Background: an optimization exercise with open tools, aiming at small area, a short achievable clock period and few clock cycles per item. Do not read the settings as production practice.

==> flow/design.v <==
package wsm_pkg;
   localparam int CHAR_W = 8;
   localparam int CMD_W  = 2;
   localparam logic [CMD_W-1:0] CMD_CLEAR  = 2'd0;
   localparam logic [CMD_W-1:0] CMD_APPEND = 2'd1;
   localparam logic [CMD_W-1:0] CMD_TEXT   = 2'd2;
   localparam logic [CMD_W-1:0] CMD_FINISH = 2'd3;
   localparam logic [CHAR_W-1:0] WILD_ONE = 8'h3F;
   localparam logic [CHAR_W-1:0] WILD_RUN = 8'h2A;
   typedef struct packed {
      logic              valid;
      logic [CHAR_W-1:0] text;
      logic              left_new;
      logic              left_old;
   } wave_type;
endpackage
module wsm_cell (
   input  logic                       clock,
   input  logic                       wr_en,
   input  logic [wsm_pkg::CHAR_W-1:0] wr_char,
   input  logic [wsm_pkg::CHAR_W-1:0] text,
   output logic                       diag,
   output logic                       star
);
   logic [wsm_pkg::CHAR_W-1:0] pat_ff;
   always_ff @(posedge clock) begin
      if (wr_en) begin
         pat_ff <= wr_char;
      end
   end
   assign diag = (pat_ff == text) || (pat_ff == wsm_pkg::WILD_ONE);
   assign star = (pat_ff == wsm_pkg::WILD_RUN);
endmodule
module wildcard_string_matcher_core #(
   parameter int MAX_PATTERN = 64
) (
   input  logic        clock,
   input  logic        reset,
   input  logic        req_tvalid,
   output logic        req_tready,
   input  logic [7:0]  req_tdata,    
   input  logic [1:0]  req_tuser,    
   output logic        rsp_tvalid,
   input  logic        rsp_tready,
   output logic [7:0]  rsp_tdata     
);
   localparam int N     = MAX_PATTERN;
   localparam int LEN_W = $clog2(N + 1);
   localparam int LVL   = $clog2(N);
   localparam int QD    = 4;              
   localparam int CNT_W = $clog2(QD + 1);
   logic             rdy_ff;
   logic             accept;
   logic             acc_clr, acc_app, acc_txt, acc_fin;
   logic [LEN_W-1:0] len_ff;
   logic             seen_ff;       
   logic             ovf_ff;
   logic             full;
   logic             do_app;
   logic             text_star;
   logic [N:1]       wsel;
   assign req_tready = rdy_ff;
   assign accept     = req_tvalid && rdy_ff;
   assign acc_clr    = accept && (req_tuser == wsm_pkg::CMD_CLEAR);
   assign acc_app    = accept && (req_tuser == wsm_pkg::CMD_APPEND);
   assign acc_txt    = accept && (req_tuser == wsm_pkg::CMD_TEXT);
   assign acc_fin    = accept && (req_tuser == wsm_pkg::CMD_FINISH);
   assign full       = (len_ff == LEN_W'(N));
   assign do_app     = acc_app && !seen_ff && !full;
   assign text_star  = (req_tdata == wsm_pkg::WILD_RUN);
   logic [N:1] diag_in, star;
   logic [N:1] diag_nx, hold_nx;
   logic [N:1] diag_ff, hold_ff;
   logic       txt_ff, fin_ff, first_ff;
   logic [N:1] m_ff;
   genvar j;
   generate
      for (j = 1; j <= N; j++) begin : g_cell
         assign wsel[j] = (len_ff == LEN_W'(j - 1));
         wsm_cell u_cell (
            .clock     (clock),
            .wr_en     (do_app && wsel[j]),
            .wr_char   (req_tdata),
            .text      (req_tdata),
            .diag      (diag_in[j]),
            .star      (star[j])
         );
         assign diag_nx[j] = acc_txt ? diag_in[j] : (do_app && wsel[j] && text_star);
         assign hold_nx[j] = acc_txt ? (star[j] && !text_star) : !(do_app && wsel[j]);
      end
   endgenerate
   always_ff @(posedge clock) begin
      diag_ff  <= diag_nx;
      hold_ff  <= hold_nx;
      first_ff <= !seen_ff;
      if (reset) begin
         txt_ff <= 1'b0;
         fin_ff <= 1'b0;
      end else begin
         txt_ff <= acc_txt;
         fin_ff <= acc_fin;
      end
   end
   always_ff @(posedge clock) begin
      if (reset) begin
         len_ff  <= '0;
         seen_ff <= 1'b0;
         ovf_ff  <= 1'b0;
      end else if (acc_clr) begin
         len_ff  <= '0;
         seen_ff <= 1'b0;
         ovf_ff  <= 1'b0;
      end else if (acc_app) begin
         if (!seen_ff) begin
            if (full) begin
               ovf_ff <= 1'b1;
            end else begin
               len_ff <= len_ff + LEN_W'(1);
            end
         end
      end else if (acc_txt) begin
         seen_ff <= 1'b1;
      end
   end
   logic [N:0] old_row;
   logic [N:1] new_row;
   assign old_row = {m_ff, first_ff};
   always_comb begin
      logic [N-1:0] gg, pp;
      for (int k = 0; k < N; k++) begin
         gg[k] = (diag_ff[k+1] && old_row[k]) || (hold_ff[k+1] && old_row[k+1]);
         pp[k] = hold_ff[k+1] && txt_ff;
      end
      for (int l = 0; l < LVL; l++) begin
         for (int k = 0; k < N; k++) begin
            if (k & (1 << l)) begin
               gg[k] = gg[k] || (pp[k] && gg[((k >> l) << l) - 1]);
               pp[k] = pp[k] && pp[((k >> l) << l) - 1];
            end
         end
      end
      new_row = gg;
   end
   always_ff @(posedge clock) begin
      m_ff <= new_row;
   end
   logic             rv_ff;
   logic [LEN_W-1:0] rlen_ff;
   logic             rm0_ff;
   logic             rovf_ff;
   logic [N:0]       row_sel;
   logic             r_match;
   always_ff @(posedge clock) begin
      rlen_ff <= len_ff;
      rm0_ff  <= fin_ff && !seen_ff;
      rovf_ff <= ovf_ff;
      if (reset) begin
         rv_ff <= 1'b0;
      end else begin
         rv_ff <= txt_ff || fin_ff;
      end
   end
   always_comb begin
      for (int k = 0; k <= N; k++) begin
         row_sel[k] = (rlen_ff == LEN_W'(k));
      end
   end
   assign r_match = |(row_sel & {m_ff, rm0_ff});
   logic [QD-1:0] qv_ff;
   logic [1:0]    qd_ff [QD];
   logic [CNT_W-1:0] cnt_ff;
   logic          pop;
   assign pop = qv_ff[0] && rsp_tready;
   always_ff @(posedge clock) begin
      logic [QD:0] nv;
      logic [1:0]  nd [QD+1];
      for (int k = 0; k < QD; k++) begin
         nv[k] = qv_ff[k];
         nd[k] = qd_ff[k];
      end
      nv[QD] = 1'b0;
      nd[QD] = 2'b00;
      if (pop) begin
         for (int k = 0; k < QD; k++) begin
            nv[k] = nv[k+1];
            nd[k] = nd[k+1];
         end
      end
      for (int k = QD - 1; k >= 0; k--) begin
         if (rv_ff && !nv[k] && (k == 0 || nv[k-1])) begin
            nv[k] = 1'b1;
            nd[k] = {rovf_ff, r_match};
         end
      end
      for (int k = 0; k < QD; k++) begin
         qd_ff[k] <= nd[k];
      end
      if (reset) begin
         qv_ff <= '0;
      end else begin
         qv_ff <= nv[QD-1:0];
      end
   end
   always_ff @(posedge clock) begin
      logic [CNT_W-1:0] c;
      c = cnt_ff + CNT_W'(acc_txt || acc_fin) - CNT_W'(pop);
      if (reset) begin
         cnt_ff <= '0;
         rdy_ff <= 1'b1;
      end else begin
         cnt_ff <= c;
         rdy_ff <= (c < CNT_W'(QD));
      end
   end
   assign rsp_tvalid = qv_ff[0];
   assign rsp_tdata  = {6'b0, qd_ff[0]};
endmodule
export LEC_CHECK = 0
export CAP_MARGIN = 20
export CORE_MARGIN = 2
export CORE_UTILIZATION = 65
export SLEW_MARGIN = 20
create_clock -name core_clock -period 5.0 [get_ports {clock}]
run.sh (not shown) runs the stock make flow with config.mk's settings and CLKGATE_MAP_FILE= SYNTH_SCRIPT=/design/flow/synth_recipe.tcl, a recipe that flattens the netlist after the stock synthesis.
Then changed:
--- a/flow/config.mk
+++ b/flow/config.mk
@@ -9,3 +9,4 @@
 export CORE_MARGIN = 2
 export CORE_UTILIZATION = 65
+export SETUP_SLACK_MARGIN = 2.5
 export SLEW_MARGIN = 20
Effect:
- cell count is higher by 2.7%
- first-iteration DRC count rises by 20%
- worst hold slack improves by 0.035 ns
- global-route usage went up by 2.3 points
- core utilization is higher by 4.2 points
- critical path depth is higher by 4
- count of clock-buffer cells in the layout is higher by 5
- cell area rose by 5.8%
- wire length goes up by 8.2%
- worst setup slack gets better by 1.0 ns
No run of this note included a check of the RTL's function; only the layout flow was run.

-- separate check: timing with driven ports --
In the flow no input, the clock included, has a driving cell. The finished layouts below were timed again as built, in two steps.
Step 1: set_driving_cell puts a clkbuf_16 on clock and a buf_2 on each other input, an assumption about the parent block.
Step 2, shift: input delay + t, output delay - t, t = (earliest + latest rising clock arrival at the registers) / 2. This alone moves slack from input paths to output paths.
a / b / c = no drivers / after step 1 / after step 2; a / b = the first two.
run | t, ns | slack for setup (ns) | worst hold slack (ns) | worst register clock-pin slew, ns
the first run | 0.657 | 1.349 / 1.373 / 0.716 | 0.373 / 0.373 / 0.373 | 0.06 / 0.06
the second run | 0.671 | 2.353 / 2.353 / 1.866 | 0.408 / 0.408 / 0.408 | 0.07 / 0.07
After both steps every run listed still meets setup and hold. The setup slack of the first run, which loses most, moves by +0.024 ns with the drivers and by -0.633 ns with both steps.
